This is an optimization exercise on Yosys and OpenROAD, whose aim is small area, a short achievable clock period and few clock cycles per item, not a production implementation.
No activity file was given, so power comes from the tool's default toggle rates.

## group_reverse_reorder_unit
module group_reverse_reorder_unit #(
  parameter int MAX_GROUP  = 16,
  parameter int WORD_WIDTH = 32
) (
  input  logic                                     clk,
  input  logic                                     rst,
  input  logic                                     cfg_we,
  input  logic [grr_pkg::CFG_W-1:0]                cfg_data,
  input  logic                                     s_tvalid,
  output logic                                     s_tready,
  input  logic [((WORD_WIDTH + 7) / 8) * 8 - 1:0]  s_tdata,   
  input  logic                                     s_tlast,
  output logic                                     m_tvalid,
  input  logic                                     m_tready,
  output logic [((WORD_WIDTH + 7) / 8) * 8 - 1:0]  m_tdata,   
  output logic                                     m_tlast
);
Size in the first run: ~1,200 cells after synthesis, about 620 flip-flops, roughly 78 I/O pins, roughly 25,000 um^2 of cells after synthesis.
clock: 4.5 ns
lec_check: 0
cap_margin: 20
core_margin: 2
core_utilization: 40
setup_slack_margin: 3.0
slew_margin: 20
tns_end_percent: 10
run.sh (not shown) runs the stock make flow with config.mk's settings and CLKGATE_MAP_FILE= SYNTH_SCRIPT=/design/flow/synth_recipe.tcl, a recipe that flattens the netlist after the stock synthesis.
The starting point produced a clean layout.
Then changed:
SETUP_SLACK_MARGIN = 2.0   (was 3.0)
TNS_END_PERCENT = unset   (was 10)
What happened: The changed run produced a clean layout; final area falls by a few percent; area after synthesis is unchanged; first-iteration DRC count falls by a few percent; power falls by a little under a tenth; count of clock-buffer cells in the layout falls by 10; setup slack is worse by 58 ps; final cell count went down by a few percent; worst hold slack got worse by 10 ps; clock skew rises by 13 ps; combinational power came out lower by about a fifth.
Function was not checked in any run of this note: the RTL went through the layout flow alone.

== main ==
The RTL this note starts from:
==> flow/design.v <==
package grr_pkg;
  localparam int CFG_W = 5;
  localparam logic [CFG_W-1:0] GROUP_SIZE_RESET = 5'd2;
  typedef struct packed {
    logic valid;
    logic bank;
  } bank_rel_t;
  function automatic logic [CFG_W-1:0] eff_group(input logic [CFG_W-1:0] gs,
                                                 input int unsigned max_group);
    if (gs == '0) begin
      eff_group = CFG_W'(1);
    end else if (32'(gs) > max_group) begin
      eff_group = CFG_W'(max_group);
    end else begin
      eff_group = gs;
    end
  endfunction
endpackage
module group_reverse_reorder_unit #(
  parameter int MAX_GROUP  = 16,
  parameter int WORD_WIDTH = 32
) (
  input  logic                                     clk,
  input  logic                                     rst,
  input  logic                                     cfg_we,
  input  logic [grr_pkg::CFG_W-1:0]                cfg_data,
  input  logic                                     s_tvalid,
  output logic                                     s_tready,
  input  logic [((WORD_WIDTH + 7) / 8) * 8 - 1:0]  s_tdata,   
  input  logic                                     s_tlast,
  output logic                                     m_tvalid,
  input  logic                                     m_tready,
  output logic [((WORD_WIDTH + 7) / 8) * 8 - 1:0]  m_tdata,   
  output logic                                     m_tlast
);
  localparam int TDATA_W = ((WORD_WIDTH + 7) / 8) * 8;
  localparam int NS      = (MAX_GROUP > 1) ? MAX_GROUP : 2;
  localparam int AW      = $clog2(NS);
  localparam int KW      = ($clog2(MAX_GROUP + 1) > grr_pkg::CFG_W) ?
                           $clog2(MAX_GROUP + 1) : grr_pkg::CFG_W;
  typedef struct packed {
    logic [AW-1:0] start;
    logic          dir;
    logic [AW-1:0] left;
    logic          fin;
  } desc_t;
  logic [grr_pkg::CFG_W-1:0] group_size;
  logic [WORD_WIDTH-1:0] mem [NS];
  logic [NS-1:0]         occ;        
  logic [AW-1:0]         wp;         
  logic                  wd;         
  logic [AW-1:0]         gstart;     
  logic [AW-1:0]         fill;       
  logic                  fz;         
  logic                  wf;         
  logic                  rdy;
  logic                  ract;
  logic [NS-1:0]         rsel;       
  logic                  rdir;
  logic [AW-1:0]         rleft;      
  logic                  rl;         
  logic                  rfin;
  logic                  pv0;
  logic                  pv1;
  desc_t                 p0;
  desc_t                 p1;
  logic                  ov;
  logic [WORD_WIDTH-1:0] odata;
  logic                  olast;
  logic                  close;
  logic                  accept;
  logic                  oload;
  logic                  rd_fire;
  logic                  take;
  logic                  bypass;
  logic                  turn;
  logic                  newd_v;
  desc_t                 newd;
  desc_t                 nxt;
  logic [AW-1:0]         wp_step;
  logic [AW-1:0]         wp_back;
  logic [AW-1:0]         fill_n;
  logic                  pv0_n;
  logic                  pv1_n;
  logic                  free_n;
  logic [NS-1:0]         rsel_n;
  logic [WORD_WIDTH-1:0] rd_word;
  logic                  k1;         
  logic                  wf2;        
  assign k1       = (grr_pkg::eff_group(group_size, MAX_GROUP) == grr_pkg::CFG_W'(1));
  assign wf2      = (KW'(fill) + KW'(2)) >= KW'(grr_pkg::eff_group(group_size, MAX_GROUP));
  assign close    = wf || s_tlast;
  assign accept   = s_tvalid && rdy;
  assign oload    = !ov || m_tready;
  assign rd_fire  = oload && ract;
  assign take     = !ract || (rd_fire && rl);
  assign bypass   = accept && (wf || (s_tlast && fz)) && !ract && oload;
  assign turn     = bypass && wf;
  assign wp_step  = wd ? (wp - AW'(1)) : (wp + AW'(1));
  assign wp_back  = wd ? (wp + AW'(1)) : (wp - AW'(1));
  always_comb begin
    newd_v     = accept && close && !(bypass && fz);
    newd.start = gstart;
    newd.dir   = wd;
    newd.left  = fill;
    newd.fin   = s_tlast;
    if (wf) begin
      newd.dir = !wd;
      if (bypass) begin
        newd.start = wp_back;
        newd.left  = fill - AW'(1);
      end else begin
        newd.start = wp;
      end
    end
  end
  assign nxt = pv0 ? p0 : newd;
  always_comb begin
    pv0_n = pv0;
    pv1_n = pv1;
    if (take) begin
      if (pv0) begin
        pv0_n = pv1 || newd_v;
        pv1_n = pv1 && newd_v;
      end
    end else if (newd_v) begin
      if (pv0) begin
        pv1_n = 1'b1;
      end else begin
        pv0_n = 1'b1;
      end
    end
  end
  always_comb begin
    if (accept && !turn) begin
      free_n = !occ[wp_step] || (rd_fire && rsel[wp_step]);
    end else if (accept) begin
      free_n = 1'b1;
    end else begin
      free_n = !occ[wp] || (rd_fire && rsel[wp]);
    end
  end
  always_comb begin
    fill_n = fill;
    if (accept) begin
      fill_n = close ? '0 : (fill + AW'(1));
    end
  end
  logic [NS-1:0] dec_wp;
  logic [NS-1:0] dec_back;
  logic [NS-1:0] dec_gs;
  logic [NS-1:0] dec_p0;
  logic [NS-1:0] dec_new;
  always_comb begin
    dec_wp = '0;
    dec_wp[wp] = 1'b1;
    dec_gs = '0;
    dec_gs[gstart] = 1'b1;
    dec_p0 = '0;
    dec_p0[p0.start] = 1'b1;
    dec_back = wd ? {dec_wp[NS-2:0], dec_wp[NS-1]} : {dec_wp[0], dec_wp[NS-1:1]};
    dec_new = !wf ? dec_gs : (bypass ? dec_back : dec_wp);
    rsel_n = rsel;
    if (take) begin
      rsel_n = pv0 ? dec_p0 : (newd_v ? dec_new : '0);
    end else if (rd_fire) begin
      rsel_n = rdir ? {rsel[0], rsel[NS-1:1]} : {rsel[NS-2:0], rsel[NS-1]};
    end
  end
  always_comb begin
    rd_word = ract ? '0 : s_tdata[WORD_WIDTH-1:0];
    for (int i = 0; i < NS; i++) begin
      rd_word = rd_word | ({WORD_WIDTH{rsel[i]}} & mem[i]);
    end
  end
  always_ff @(posedge clk) begin
    if (rst) begin
      group_size <= grr_pkg::GROUP_SIZE_RESET;
    end else if (cfg_we) begin
      group_size <= cfg_data;
    end
  end
  always_ff @(posedge clk) begin
    if (accept) begin
      mem[wp] <= s_tdata[WORD_WIDTH-1:0];
    end
  end
  always_ff @(posedge clk) begin
    if (rst) begin
      occ    <= '0;
      wp     <= '0;
      wd     <= 1'b0;
      gstart <= '0;
      fill   <= '0;
      fz     <= 1'b1;
      wf     <= 1'b0;
      rdy    <= 1'b1;
      ract   <= 1'b0;
      rsel   <= '0;
      pv0    <= 1'b0;
      pv1    <= 1'b0;
      ov     <= 1'b0;
    end else begin
      for (int i = 0; i < NS; i++) begin
        if (rd_fire && rsel[i]) begin
          occ[i] <= 1'b0;
        end
        if (accept && !bypass && wp == AW'(i)) begin
          occ[i] <= 1'b1;
        end
      end
      if (accept && !turn) begin
        wp <= wp_step;
      end
      if (turn) begin
        wd <= !wd;
      end
      if (accept && close) begin
        gstart <= turn ? wp : wp_step;
      end
      fill <= fill_n;
      fz   <= (fill_n == '0);
      if (cfg_we) begin
        wf <= (KW'(fill) + KW'(1)) >= KW'(grr_pkg::eff_group(cfg_data, MAX_GROUP));
      end else if (accept) begin
        wf <= close ? k1 : wf2;
      end
      rdy  <= free_n && !pv1_n;
      pv0  <= pv0_n;
      pv1  <= pv1_n;
      if (take) begin
        ract <= pv0 || newd_v;
      end
      rsel <= rsel_n;
      if (oload) begin
        ov <= ract || bypass;
      end
    end
  end
  always_ff @(posedge clk) begin
    if (take) begin
      rdir  <= nxt.dir;
      rleft <= nxt.left;
      rl    <= (nxt.left == '0);
      rfin  <= nxt.fin;
    end else if (rd_fire) begin
      rleft <= rleft - AW'(1);
      rl    <= (rleft == AW'(1));
    end
    if (take ? pv0 : (newd_v && !pv0)) begin
      p0 <= (take && pv1) ? p1 : newd;
    end
    if (newd_v) begin
      p1 <= newd;
    end
    if (oload && (ract || bypass)) begin
      odata <= rd_word;
      olast <= ract ? (rfin && rl) : (s_tlast && fz);
    end
  end
  assign s_tready = rdy;
  assign m_tvalid = ov;
  assign m_tdata  = TDATA_W'(odata);
  assign m_tlast  = olast;
endmodule
clock: 4.5 ns
lec_check: 0
cap_margin: 20
core_margin: 2
core_utilization: 40
setup_slack_margin: 2.5
slew_margin: 20
tns_end_percent: 10
Relative to main, the following input files were edited for the feature branch:
- swapping 40 for 60 in CORE_UTILIZATION
- putting CTS_CLUSTER_SIZE at 30 where nothing was set
- putting PLACE_DENSITY at 0.72 where nothing was set
- putting CTS_CLUSTER_DIAMETER at 60 where nothing was set
Notes after the runs:
- The feature branch vs main on area of the multi-input gates: the feature branch is the higher one.
- Compare main and the feature branch | number of levels the H-tree was split into higher: main
- Run comparison: main launching instance or port of the critical path wp[0]; the feature branch launching instance or port of the critical path wp[2]
- [compare] base=main new=the feature branch: well tap count dropped about 36%, register fraction of the total cell area climbed 2.1 points, number of ordinary and repair buffers in the finished layout climbed 8.9%, layout sequential cell count barely changed.
No functional check of the RTL was part of any run of this note.

-- afterwards: timing with drivers on the ports --
No port has a modelled driver above. Below, the same layouts with a new extraction and two added sets of constraints. Step 1: set_driving_cell puts a clkbuf_16 on clk and a buf_2 on each other input, an assumption about the parent block. Step 2, shift: input delay + t, output delay - t, t = (earliest + latest rising clock arrival at the registers) / 2. This alone moves slack from input paths to output paths. Slacks: ideal ports / drivers / drivers and shift; pairs: ideal ports / drivers.
| run | t (ns) | setup slack, ns | worst data-port slew with drivers (ns) |
|---|---|---|---|
| the first run of note 1 | 0.649 | 2.094 / 2.094 / 1.531 | 0.08 |
| the second run of note 1 | 0.695 | 2.037 / 1.998 / 1.380 | 0.09 |
| main | 0.676 | 2.185 / 2.185 / 1.629 | 0.11 |
| the feature branch | 0.649 | 2.186 / 2.186 / 1.694 | 0.08 |
After both steps setup and hold are still met in every run listed. For the second run of note 1, which loses most, drivers alone change the setup slack by -0.039 ns; drivers and shift together by -0.657 ns.
